What follows belongs to an exercise in optimizing a design on an open flow for a short achievable clock period and few clock cycles per item; a production flow would make more cautious choices.
For this run, only the layout was checked, not whether the RTL still works.
Power and IR drop assume default switching activity.

==> design.v <==
`default_nettype none
package cache_pkg;
  localparam int WORD_SEL_BITS = $clog2(4);
  localparam int BEAT_IDX_BITS = $clog2(4);
  localparam int SET_IDX_BITS  = $clog2(8);
  localparam int TAG_BITS      = 30 - SET_IDX_BITS - BEAT_IDX_BITS - WORD_SEL_BITS;
  typedef logic [32-1:0]                     word_t;
  typedef logic [128-1:0]                     beat_t;
  typedef logic [30-1:0]                word_addr_t;
  typedef logic [30-WORD_SEL_BITS-1:0]  beat_addr_t;
  typedef logic [WORD_SEL_BITS-1:0]                  word_sel_t;
  typedef logic [BEAT_IDX_BITS-1:0]                  beat_idx_t;
  typedef logic [SET_IDX_BITS-1:0]                   set_idx_t;
  typedef logic [TAG_BITS-1:0]                       tag_t;
  typedef logic [SET_IDX_BITS+BEAT_IDX_BITS-1:0]     lane_idx_t;   
  typedef enum logic [2:0] {
    IDLE,
    LOOKUP,       
    READ,
    RESPOND,
    EVICT,
    FETCH_REQ,
    FETCH_WAIT
  } ctrl_state_t;
  function automatic logic [WORD_SEL_BITS-1:0] word_sel_of(input logic [30-1:0] addr);
    word_sel_of = addr[WORD_SEL_BITS-1:0];
  endfunction
  function automatic logic [BEAT_IDX_BITS-1:0] beat_of(input logic [30-1:0] addr);
    beat_of = addr[WORD_SEL_BITS +: BEAT_IDX_BITS];
  endfunction
  function automatic logic [SET_IDX_BITS-1:0] set_of(input logic [30-1:0] addr);
    set_of = addr[WORD_SEL_BITS+BEAT_IDX_BITS +: SET_IDX_BITS];
  endfunction
  function automatic logic [TAG_BITS-1:0] tag_of(input logic [30-1:0] addr);
    tag_of = addr[30-1 -: TAG_BITS];
  endfunction
endpackage
`default_nettype wire
`timescale 1ns/100ps
`default_nettype none
module cache_ctrl (
  input  wire logic         clk,
  input  wire logic         reset,
  input  wire logic         cpu_req_valid,
  output logic              cpu_req_ready,
  input  wire logic [29:0]  cpu_req_addr,
  input  wire logic [31:0]  cpu_req_data,
  input  wire logic         cpu_req_write,
  output logic              cpu_resp_valid,
  output logic [31:0]       cpu_resp_data,
  output logic              mem_req_valid,
  input  wire logic         mem_req_ready,
  output logic [27:0]       mem_req_addr,
  output logic              mem_req_rw,
  output logic              mem_req_data_valid,
  input  wire logic         mem_req_data_ready,
  output logic [127:0]      mem_req_data_bits,
  input  wire logic         mem_resp_valid,
  input  wire logic [127:0] mem_resp_data
);
  localparam int RN = 16;   
  logic        a_v, sk_v, b_v;
  logic [29:0] a_addr, sk_addr, b_addr;
  logic [31:0] a_wd, sk_wd, b_wd;
  logic        a_wr, sk_wr, b_wr;
  logic        b_hit, b_pend, b_brdy, b_vd, b_wm;
  logic [7:0][22:0] tag_q;
  logic [7:0]       val_q, dirty_q, pend_q;
  logic [7:0][3:0]  brdy_q;
  logic [7:0][15:0] wm_q;      
  logic [31:0][127:0] arr_q;
  logic [1:0]        dv_q, rdone_q, fdone_q, ddone_q, vcap_q;
  logic [1:0][2:0]   ds_set;
  logic [1:0][22:0]  ds_tag, ds_vtag;
  logic [1:0][1:0]   ds_crit;
  logic [1:0]        ds_vd;
  logic [1:0][511:0] vbuf_q;
  logic              aptr, fptr;
  logic [1:0] rq_cnt, dq_cnt, fl_cnt;
  logic       rq_wph;
  logic [3:0] credit;
  logic [3:0] outst;
  logic        ft_arm;
  logic [2:0]  ft_set;
  logic [1:0]  ft_beat;
  logic [31:0] ft_row1h;
  logic         bc_v;
  logic [4:0]   bc_row;
  logic [127:0] bc_d;
  logic       cap_v, cap_slot;
  logic [7:0] cap_set1h;
  logic         c_ld, c_st;
  logic [127:0] c_sel;
  logic [31:0]  c_wd;
  logic [3:0]   c_rob;
  logic         e_v;
  logic [31:0]  e_d;
  logic [3:0]   e_rob;
  logic [RN-1:0][31:0] rob_d;
  logic [RN-1:0]       rob_rdy, rob_wt;
  logic [RN-1:0][4:0]  rob_row;
  logic [RN-1:0][1:0]  rob_word;
  logic [3:0]          rob_head, rob_tail;
  logic [4:0]          rob_cnt;
  logic [2:0]  b_set;
  logic [1:0]  b_beat, b_word;
  logic [22:0] b_tag;
  logic        desc_free, rob_ok;
  logic        go_hit, go_miss, go, stall;
  assign b_set  = b_addr[6:4];
  assign b_beat = b_addr[3:2];
  assign b_word = b_addr[1:0];
  assign b_tag  = b_addr[29:7];
  assign desc_free = ~dv_q[aptr];
  assign rob_ok    = rob_cnt < 5'(RN - 1);
  assign go_hit  = b_v & b_hit & rob_ok;
  assign go_miss = b_v & ~b_hit & ~b_pend & desc_free & rob_ok;
  assign go      = go_hit | go_miss;
  assign stall   = b_v & ~go;
  logic b_rd_ok, ld_wait;
  assign b_rd_ok = ~b_pend | b_brdy | b_wm;
  assign ld_wait = ~b_wr & (go_miss | (go_hit & ~b_rd_ok));
  logic fill_ev, fill_last_ev;
  assign fill_ev      = mem_resp_valid;
  assign fill_last_ev = mem_resp_valid & (fl_cnt == 2'd3);
  logic [2:0]  a_set;
  logic [1:0]  a_beat, a_word;
  logic [22:0] a_tag;
  logic [7:0]  a_tmatch;
  logic        a_hit, a_pend, a_brdy, a_vd, a_wm;
  logic        a_same, a_teq, a_weq;
  assign a_set  = a_addr[6:4];
  assign a_beat = a_addr[3:2];
  assign a_tag  = a_addr[29:7];
  assign a_word = a_addr[1:0];
  always_comb begin
    for (int s = 0; s < 8; s++) begin
      a_tmatch[s] = val_q[s] & (tag_q[s] == a_tag);
    end
  end
  assign a_same = a_set == b_set;
  assign a_teq  = a_tag == b_tag;
  assign a_weq  = a_addr[3:0] == b_addr[3:0];
  logic n_hit, n_pend, n_brdy, n_vd, n_wm;
  always_comb begin
    a_hit  = a_tmatch[a_set];
    a_pend = pend_q[a_set] & ~(fill_last_ev & (ft_set == a_set));
    a_brdy = brdy_q[a_set][a_beat] | (fill_ev & (ft_set == a_set) & (ft_beat == a_beat));
    a_vd   = val_q[a_set] & dirty_q[a_set];
    a_wm   = wm_q[a_set][a_addr[3:0]];
    n_hit  = a_hit;
    n_pend = a_pend;
    n_brdy = a_brdy;
    n_vd   = a_vd;
    n_wm   = a_wm;
    if (a_same & go_miss) begin
      n_hit  = a_teq;
      n_pend = 1'b1;
      n_brdy = 1'b0;
      n_vd   = b_wr;
      n_wm   = b_wr & a_weq;
    end else if (a_same & go_hit & b_wr) begin
      n_vd   = 1'b1;
      n_wm   = a_wm | a_weq;
    end
  end
  assign cpu_req_ready = ~sk_v;
  logic accept;
  assign accept = cpu_req_valid & ~sk_v;
  always_ff @(posedge clk) begin
    if (reset) begin
      a_v  <= 1'b0;
      sk_v <= 1'b0;
      b_v  <= 1'b0;
    end else if (stall) begin
      if (accept) sk_v <= 1'b1;
    end else begin
      b_v  <= a_v;
      a_v  <= sk_v | accept;
      sk_v <= 1'b0;
    end
  end
  always_ff @(posedge clk) begin
    if (stall) begin
      if (~sk_v) begin
        sk_addr <= cpu_req_addr;
        sk_wd   <= cpu_req_data;
        sk_wr   <= cpu_req_write;
      end
    end else if (sk_v) begin
      a_addr <= sk_addr;
      a_wd   <= sk_wd;
      a_wr   <= sk_wr;
    end else begin
      a_addr <= cpu_req_addr;
      a_wd   <= cpu_req_data;
      a_wr   <= cpu_req_write;
    end
  end
  always_ff @(posedge clk) begin
    if (stall) begin
      if (fill_last_ev & (ft_set == b_set)) b_pend <= 1'b0;
      if (fill_ev & (ft_set == b_set) & (ft_beat == b_beat)) b_brdy <= 1'b1;
    end else begin
      b_addr <= a_addr;
      b_wd   <= a_wd;
      b_wr   <= a_wr;
      b_hit  <= n_hit;
      b_pend <= n_pend;
      b_brdy <= n_brdy;
      b_vd   <= n_vd;
      b_wm   <= n_wm;
    end
  end
  logic rq_sel, fl_sel, dq_sel;
  logic rq_pend, dq_pend;
  assign rq_sel  = (dv_q[fptr] & ~rdone_q[fptr]) ? fptr : ~fptr;
  assign fl_sel  = (dv_q[fptr] & ~fdone_q[fptr]) ? fptr : ~fptr;
  assign dq_sel  = (dv_q[fptr] & ~ddone_q[fptr]) ? fptr : ~fptr;
  assign rq_pend = dv_q[rq_sel] & ~rdone_q[rq_sel];
  assign dq_pend = dv_q[dq_sel] & ~ddone_q[dq_sel] & vcap_q[dq_sel];
  logic [2:0] tc_set, tn_set;
  logic [1:0] tc_beat, tn_beat, tn_cnt;
  logic       tn_sel;
  logic [3:0] outst_n;
  assign tc_set  = ds_set[fl_sel];
  assign tc_beat = ds_crit[fl_sel] + fl_cnt;
  assign outst_n = outst + 4'(mem_req_valid & mem_req_ready & ~mem_req_rw) - 4'(mem_resp_valid);
  always_comb begin
    if (mem_resp_valid & (fl_cnt == 2'd3)) begin
      tn_sel = ~fl_sel;
      tn_cnt = 2'd0;
    end else begin
      tn_sel = fl_sel;
      tn_cnt = fl_cnt + 2'(mem_resp_valid);
    end
    tn_set  = ds_set[tn_sel];
    tn_beat = ds_crit[tn_sel] + tn_cnt;
  end
  always_ff @(posedge clk) begin
    if (reset) begin
      ft_arm <= 1'b0;
      bc_v   <= 1'b0;
    end else begin
      ft_arm <= outst_n != 4'd0;
      bc_v   <= fill_ev;
    end
    ft_set  <= tn_set;
    ft_beat <= tn_beat;
    for (int r = 0; r < 32; r++) begin
      ft_row1h[r] <= {tn_set, tn_beat} == 5'(r);
    end
    bc_row <= {ft_set, ft_beat};
    bc_d   <= mem_resp_data;
  end
  always_ff @(posedge clk) begin
    if (reset) begin
      val_q   <= '0;
      dirty_q <= '0;
      pend_q  <= '0;
    end else begin
      if (go_miss) begin
        val_q[b_set]   <= 1'b1;
        dirty_q[b_set] <= b_wr;
        pend_q[b_set]  <= 1'b1;
      end else if (go_hit & b_wr) begin
        dirty_q[b_set] <= 1'b1;
      end
      if (fill_last_ev) begin
        pend_q[ft_set] <= 1'b0;
      end
    end
  end
  always_ff @(posedge clk) begin
    if (go_miss) begin
      tag_q[b_set]  <= b_tag;
      brdy_q[b_set] <= 4'b0000;
      wm_q[b_set]   <= '0;
    end
    if (go & b_wr) begin
      wm_q[b_set][b_addr[3:0]] <= 1'b1;
    end
    if (fill_ev) begin
      brdy_q[ft_set][ft_beat] <= 1'b1;
    end
  end
  always_ff @(posedge clk) begin
    for (int r = 0; r < 32; r++) begin
      for (int w = 0; w < 4; w++) begin
        if (ft_arm && ft_row1h[r] && !wm_q[r/4][(r%4)*4+w]) begin
          arr_q[r][w*32 +: 32] <= mem_resp_data[w*32 +: 32];
        end else if (c_st && c_sel[r*4+w]) begin
          arr_q[r][w*32 +: 32] <= c_wd;
        end
      end
    end
  end
  logic [31:0] c_rd;
  always_comb begin
    c_rd = '0;
    for (int i = 0; i < 128; i++) begin
      c_rd = c_rd | ({32{c_sel[i]}} & arr_q[i/4][(i%4)*32 +: 32]);
    end
  end
  logic [511:0] vic_line;
  always_comb begin
    vic_line = '0;
    for (int s = 0; s < 8; s++) begin
      vic_line = vic_line | ({512{cap_set1h[s]}} &
                 {arr_q[s*4+3], arr_q[s*4+2], arr_q[s*4+1], arr_q[s*4]});
    end
  end
  always_ff @(posedge clk) begin
    if (reset) begin
      c_ld <= 1'b0;
      c_st <= 1'b0;
      e_v  <= 1'b0;
    end else begin
      c_ld <= go_hit & ~b_wr & b_rd_ok;
      c_st <= go & b_wr;
      e_v  <= c_ld;
    end
  end
  always_ff @(posedge clk) begin
    for (int i = 0; i < 128; i++) begin
      c_sel[i] <= b_addr[6:0] == 7'(i);
    end
    c_wd  <= b_wd;
    c_rob <= rob_tail;
    e_d   <= c_rd;
    e_rob <= c_rob;
  end
  always_ff @(posedge clk) begin
    if (reset) begin
      dv_q    <= '0;
      vcap_q  <= '0;
      aptr    <= 1'b0;
      fptr    <= 1'b0;
      cap_v   <= 1'b0;
    end else begin
      cap_v <= go_miss & b_vd;
      if (go_miss) begin
        dv_q[aptr]   <= 1'b1;
        vcap_q[aptr] <= 1'b0;
        aptr         <= ~aptr;
      end
      if (cap_v) begin
        vcap_q[cap_slot] <= 1'b1;
      end
      if (dv_q[fptr] & rdone_q[fptr] & fdone_q[fptr] & ddone_q[fptr]) begin
        dv_q[fptr] <= 1'b0;
        fptr       <= ~fptr;
      end
    end
  end
  always_ff @(posedge clk) begin
    if (desc_free) begin
      ds_set[aptr]  <= b_set;
      ds_tag[aptr]  <= b_tag;
      ds_vtag[aptr] <= tag_q[b_set];
      ds_crit[aptr] <= b_beat;
      ds_vd[aptr]   <= b_vd;
    end
    cap_slot <= aptr;
    for (int s = 0; s < 8; s++) begin
      cap_set1h[s] <= b_set == 3'(s);
    end
    if (cap_v) begin
      vbuf_q[cap_slot] <= vic_line;
    end
  end
  logic req_free;
  logic [1:0] rq_beat;
  assign req_free = ~mem_req_valid | mem_req_ready;
  assign rq_beat  = ds_crit[rq_sel] + rq_cnt;
  logic dat_acc;
  assign dat_acc = mem_req_data_valid & mem_req_data_ready;
  logic wr_issue;
  assign wr_issue = req_free & rq_pend & rq_wph & (credit != 4'd0);
  always_ff @(posedge clk) begin
    if (reset) begin
      mem_req_valid <= 1'b0;
      rq_cnt        <= 2'd0;
      rq_wph        <= 1'b0;
      rdone_q       <= '0;
      credit        <= 4'd0;
      outst         <= 4'd0;
    end else begin
      credit <= credit + 4'(dat_acc) - 4'(wr_issue);
      outst  <= outst_n;
      if (go_miss) rdone_q[aptr] <= 1'b0;
      if (req_free) begin
        if (rq_pend) begin
          if (~rq_wph) begin
            mem_req_valid <= 1'b1;
            mem_req_addr  <= {ds_tag[rq_sel], ds_set[rq_sel], rq_beat};
            mem_req_rw    <= 1'b0;
            rq_cnt        <= rq_cnt + 2'd1;
            if (rq_cnt == 2'd3) begin
              if (ds_vd[rq_sel]) rq_wph <= 1'b1;
              else rdone_q[rq_sel] <= 1'b1;
            end
          end else if (credit != 4'd0) begin
            mem_req_valid <= 1'b1;
            mem_req_addr  <= {ds_vtag[rq_sel], ds_set[rq_sel], rq_beat};
            mem_req_rw    <= 1'b1;
            rq_cnt        <= rq_cnt + 2'd1;
            if (rq_cnt == 2'd3) begin
              rq_wph          <= 1'b0;
              rdone_q[rq_sel] <= 1'b1;
            end
          end else begin
            mem_req_valid <= 1'b0;
          end
        end else begin
          mem_req_valid <= go_miss;
          mem_req_addr  <= {b_tag, b_set, b_beat};
          mem_req_rw    <= 1'b0;
          if (go_miss) rq_cnt <= 2'd1;
        end
      end
    end
  end
  logic dat_free;
  logic [1:0] dq_beat;
  assign dat_free = ~mem_req_data_valid | mem_req_data_ready;
  assign dq_beat  = ds_crit[dq_sel] + dq_cnt;
  always_ff @(posedge clk) begin
    if (reset) begin
      mem_req_data_valid <= 1'b0;
      dq_cnt             <= 2'd0;
      ddone_q            <= '0;
    end else begin
      if (go_miss) ddone_q[aptr] <= ~b_vd;
      if (dat_free) begin
        if (dq_pend) begin
          mem_req_data_valid <= 1'b1;
          mem_req_data_bits  <= vbuf_q[dq_sel][dq_beat*128 +: 128];
          dq_cnt             <= dq_cnt + 2'd1;
          if (dq_cnt == 2'd3) ddone_q[dq_sel] <= 1'b1;
        end else begin
          mem_req_data_valid <= 1'b0;
        end
      end
    end
  end
  always_ff @(posedge clk) begin
    if (reset) begin
      fl_cnt  <= 2'd0;
      fdone_q <= '0;
    end else begin
      if (go_miss) fdone_q[aptr] <= 1'b0;
      if (mem_resp_valid) begin
        fl_cnt <= fl_cnt + 2'd1;
        if (fl_cnt == 2'd3) fdone_q[fl_sel] <= 1'b1;
      end
    end
  end
  logic rob_out;
  assign rob_out = (rob_cnt != 5'd0) & rob_rdy[rob_head];
  always_ff @(posedge clk) begin
    if (reset) begin
      rob_rdy        <= '0;
      rob_wt         <= '0;
      rob_head       <= 4'd0;
      rob_tail       <= 4'd0;
      rob_cnt        <= 5'd0;
      cpu_resp_valid <= 1'b0;
    end else begin
      rob_cnt <= rob_cnt + 5'(go) - 5'(rob_out);
      if (go) begin
        rob_tail          <= rob_tail + 4'd1;
        rob_rdy[rob_tail] <= b_wr;
        rob_wt[rob_tail]  <= ld_wait;
      end
      if (e_v) rob_rdy[e_rob] <= 1'b1;
      for (int i = 0; i < RN; i++) begin
        if (bc_v && rob_wt[i] && rob_row[i] == bc_row) begin
          rob_rdy[i] <= 1'b1;
          rob_wt[i]  <= 1'b0;
        end
      end
      cpu_resp_valid <= rob_out;
      if (rob_out) begin
        rob_rdy[rob_head] <= 1'b0;
        rob_head          <= rob_head + 4'd1;
      end
    end
  end
  always_ff @(posedge clk) begin
    if (go) begin
      rob_row[rob_tail]  <= {b_set, b_beat};
      rob_word[rob_tail] <= b_word;
    end
    if (e_v) rob_d[e_rob] <= e_d;
    for (int i = 0; i < RN; i++) begin
      if (rob_wt[i] && rob_row[i] == bc_row) begin
        rob_d[i] <= bc_d[rob_word[i]*32 +: 32];
      end
    end
    cpu_resp_data <= rob_d[rob_head];
  end
endmodule
`default_nettype wire
`timescale 1ns/100ps
`default_nettype none
module cache_top (
  input  wire logic                  clk,
  input  wire logic                  reset,
  input  wire logic                  cpu_req_valid,
  output logic                       cpu_req_ready,
  input  wire cache_pkg::word_addr_t cpu_req_addr,
  input  wire cache_pkg::word_t      cpu_req_data,
  input  wire logic                  cpu_req_write,
  output logic                       cpu_resp_valid,
  output cache_pkg::word_t           cpu_resp_data,
  output logic                       mem_req_valid,
  input  wire logic                  mem_req_ready,
  output cache_pkg::beat_addr_t      mem_req_addr,
  output logic                       mem_req_rw,
  output logic                       mem_req_data_valid,
  input  wire logic                  mem_req_data_ready,
  output cache_pkg::beat_t           mem_req_data_bits,
  input  wire logic                  mem_resp_valid,
  input  wire cache_pkg::beat_t      mem_resp_data
);
  cache_ctrl u_cache_ctrl (
    .clk                (clk),
    .reset              (reset),
    .cpu_req_valid      (cpu_req_valid),
    .cpu_req_ready      (cpu_req_ready),
    .cpu_req_addr       (cpu_req_addr),
    .cpu_req_data       (cpu_req_data),
    .cpu_req_write      (cpu_req_write),
    .cpu_resp_valid     (cpu_resp_valid),
    .cpu_resp_data      (cpu_resp_data),
    .mem_req_valid      (mem_req_valid),
    .mem_req_ready      (mem_req_ready),
    .mem_req_addr       (mem_req_addr),
    .mem_req_rw         (mem_req_rw),
    .mem_req_data_valid (mem_req_data_valid),
    .mem_req_data_ready (mem_req_data_ready),
    .mem_req_data_bits  (mem_req_data_bits),
    .mem_resp_valid     (mem_resp_valid),
    .mem_resp_data      (mem_resp_data)
  );
endmodule
`default_nettype wire
==> run.sh <==
#!/bin/bash
# synth_recipe.tcl (not shown) runs the flow's synth.tcl, then flattens the netlist and writes it again
# the make line also repeats each setting of config.mk as NAME=value (left out here)
make -C /OpenROAD-flow-scripts/flow DESIGN_CONFIG=/design/flow/config.mk WORK_HOME=/design/flow/orfs CLKGATE_MAP_FILE= SYNTH_SCRIPT=/design/flow/synth_recipe.tcl finish
==> config.mk <==
export PLATFORM = sky130hd
export DESIGN_NAME = cache_top
export DESIGN_NICKNAME = cache_top
export VERILOG_FILES = /design/flow/design.v
export SDC_FILE = /design/flow/constraint.sdc
export NUM_CORES = 8
export LEC_CHECK = 0
export ABC_CLOCK_PERIOD_IN_PS = 2500
export CAP_MARGIN = 20
export CORE_MARGIN = 2
export CORE_UTILIZATION = 50
export SETUP_SLACK_MARGIN = 3.5
export SLEW_MARGIN = 20
==> constraint.sdc <==
create_clock -name core_clock -period 6.0 [get_ports {clk}]
set_input_delay 1.2000 -clock core_clock [delete_from_list [all_inputs] [get_ports {clk}]]
set_output_delay 1.2000 -clock core_clock [all_outputs]
set_load 0.01 [all_outputs]
==> notes.md <==
## synthesized netlist by cell type, types with 184 or more instances
cell and count:
a22oi_1 2857, nand2_1 1260, mux4_2 953, mux2i_1 521, nor2_1 315, edfxtp_1 6383
mux2_2 4403, a22o_1 931, dfxtp_1 679, buf_1 184, a221oi_1 744, xor2_1 214
o21ai_0 748, clkbuf_1 2756, nand4_1 834
## power groups by stage
| stage | Sequential [mW] | Clock (mW) | Combinational (mW) |
|---|---|---|---|
| CTS | 62.4 | 50.2 | 35.5 |
| detailed placement | 63.8 | 0 | 31.2 |
| global placement | 63.8 | 0 | 30.7 |
| floorplan | 60.9 | 0 | 17.1 |
## how the worst max path moves through the flow
stage                                       startpoint                       end  slack (ps)  cells after the start
floorplan                           u_cache_ctrl.cap_v                 flip-flop       -2370                      1
global placement                        mem_resp_valid  u_cache_ctrl.ft_row1h[7]        1420                      9
detailed placement                      mem_resp_valid  u_cache_ctrl.ft_row1h[7]        1460                      9
CTS                 u_cache_ctrl.mem_req_data_bits[74]     mem_req_data_bits[74]        2180                      1
## routing by layer
metal	GRT usage (%)	overflow
met5	61.7	5
met4	73.9	308
met3	75.4	47
met2	90.7	669
met1	85.4	40
## stage by stage
step	setup TNS (ps)	area, um2
after floorplan	-2266470	353000
after CTS	0	423000
after global placement	0	371000
after detailed placement	0	372000
## repair_timing
action	4_1_cts
hold buffers	0
pin swaps	323
gates resized for setup	3116
setup buffers	1206
hold endpoints to repair	0
setup endpoints to repair	11200
gates cloned	153
## kinds of logic after synthesis
kind of cell | after synthesis | share of synthesized area, %
mux | 5877 | 21.6
xor+xnor | 335 | 0.831
buf+inv | 3121 | 3.37
compound gates | 5486 | 11.7
simple gates | 3030 | 4.22
flops | 7062 | 58.1
fa+ha+maj | 62 | 0.226
==> qor.csv <==
metric,value,unit
vias in the first global route,320000,
Yosys cell types,78,
htree depth,6,
Avg Inst Size Synth,14.1,um2
clk root buf,clkbuf_16,
Synth Warn #,1,
Die Wd,845,um
Die Ht,845,um
row cnt,308,
# IOs,390,
synth top area cells,"edfxtp_1 (54%), mux2_2 (14%), mux4_2 (6.1%)",
"EDFF count, synth",6383,
IO buf count,389,
largest net degree at the start of global routing,129,
wire length of the first global-routing pass,3780,mm
status,aborted with a tool error,
clock buffer count from CTS,769,
Stop stage,global routing (5_1_grt),
clock sinks,7062,
stop err,[ERROR GRT-0116] Global routing finished with congestion. Check the congestion regions in the DRC Viewer.,
"Top FF cell, synth",edfxtp_1,
Cells after DPL,32900,
GRT Residual Overflow,1069,
post-synthesis net count,25200,
All-Layer GR Usage,82.5,%
Synth Register Bits,7062,
post-synthesis sequential area ratio,58.1,%
Yosys top cell by area,edfxtp_1,
CTS Buffer Depth,4,
Initial Util,50.2,%
DP HPWL,1710,mm
Mapped Cells,25000,
Placer Congestion,1.14,
post-place setup slack,1460,ps
ys async rst share,0,%
Mapped Area,353000,um2
share of the synthesized area in the top cell type,54.3,%
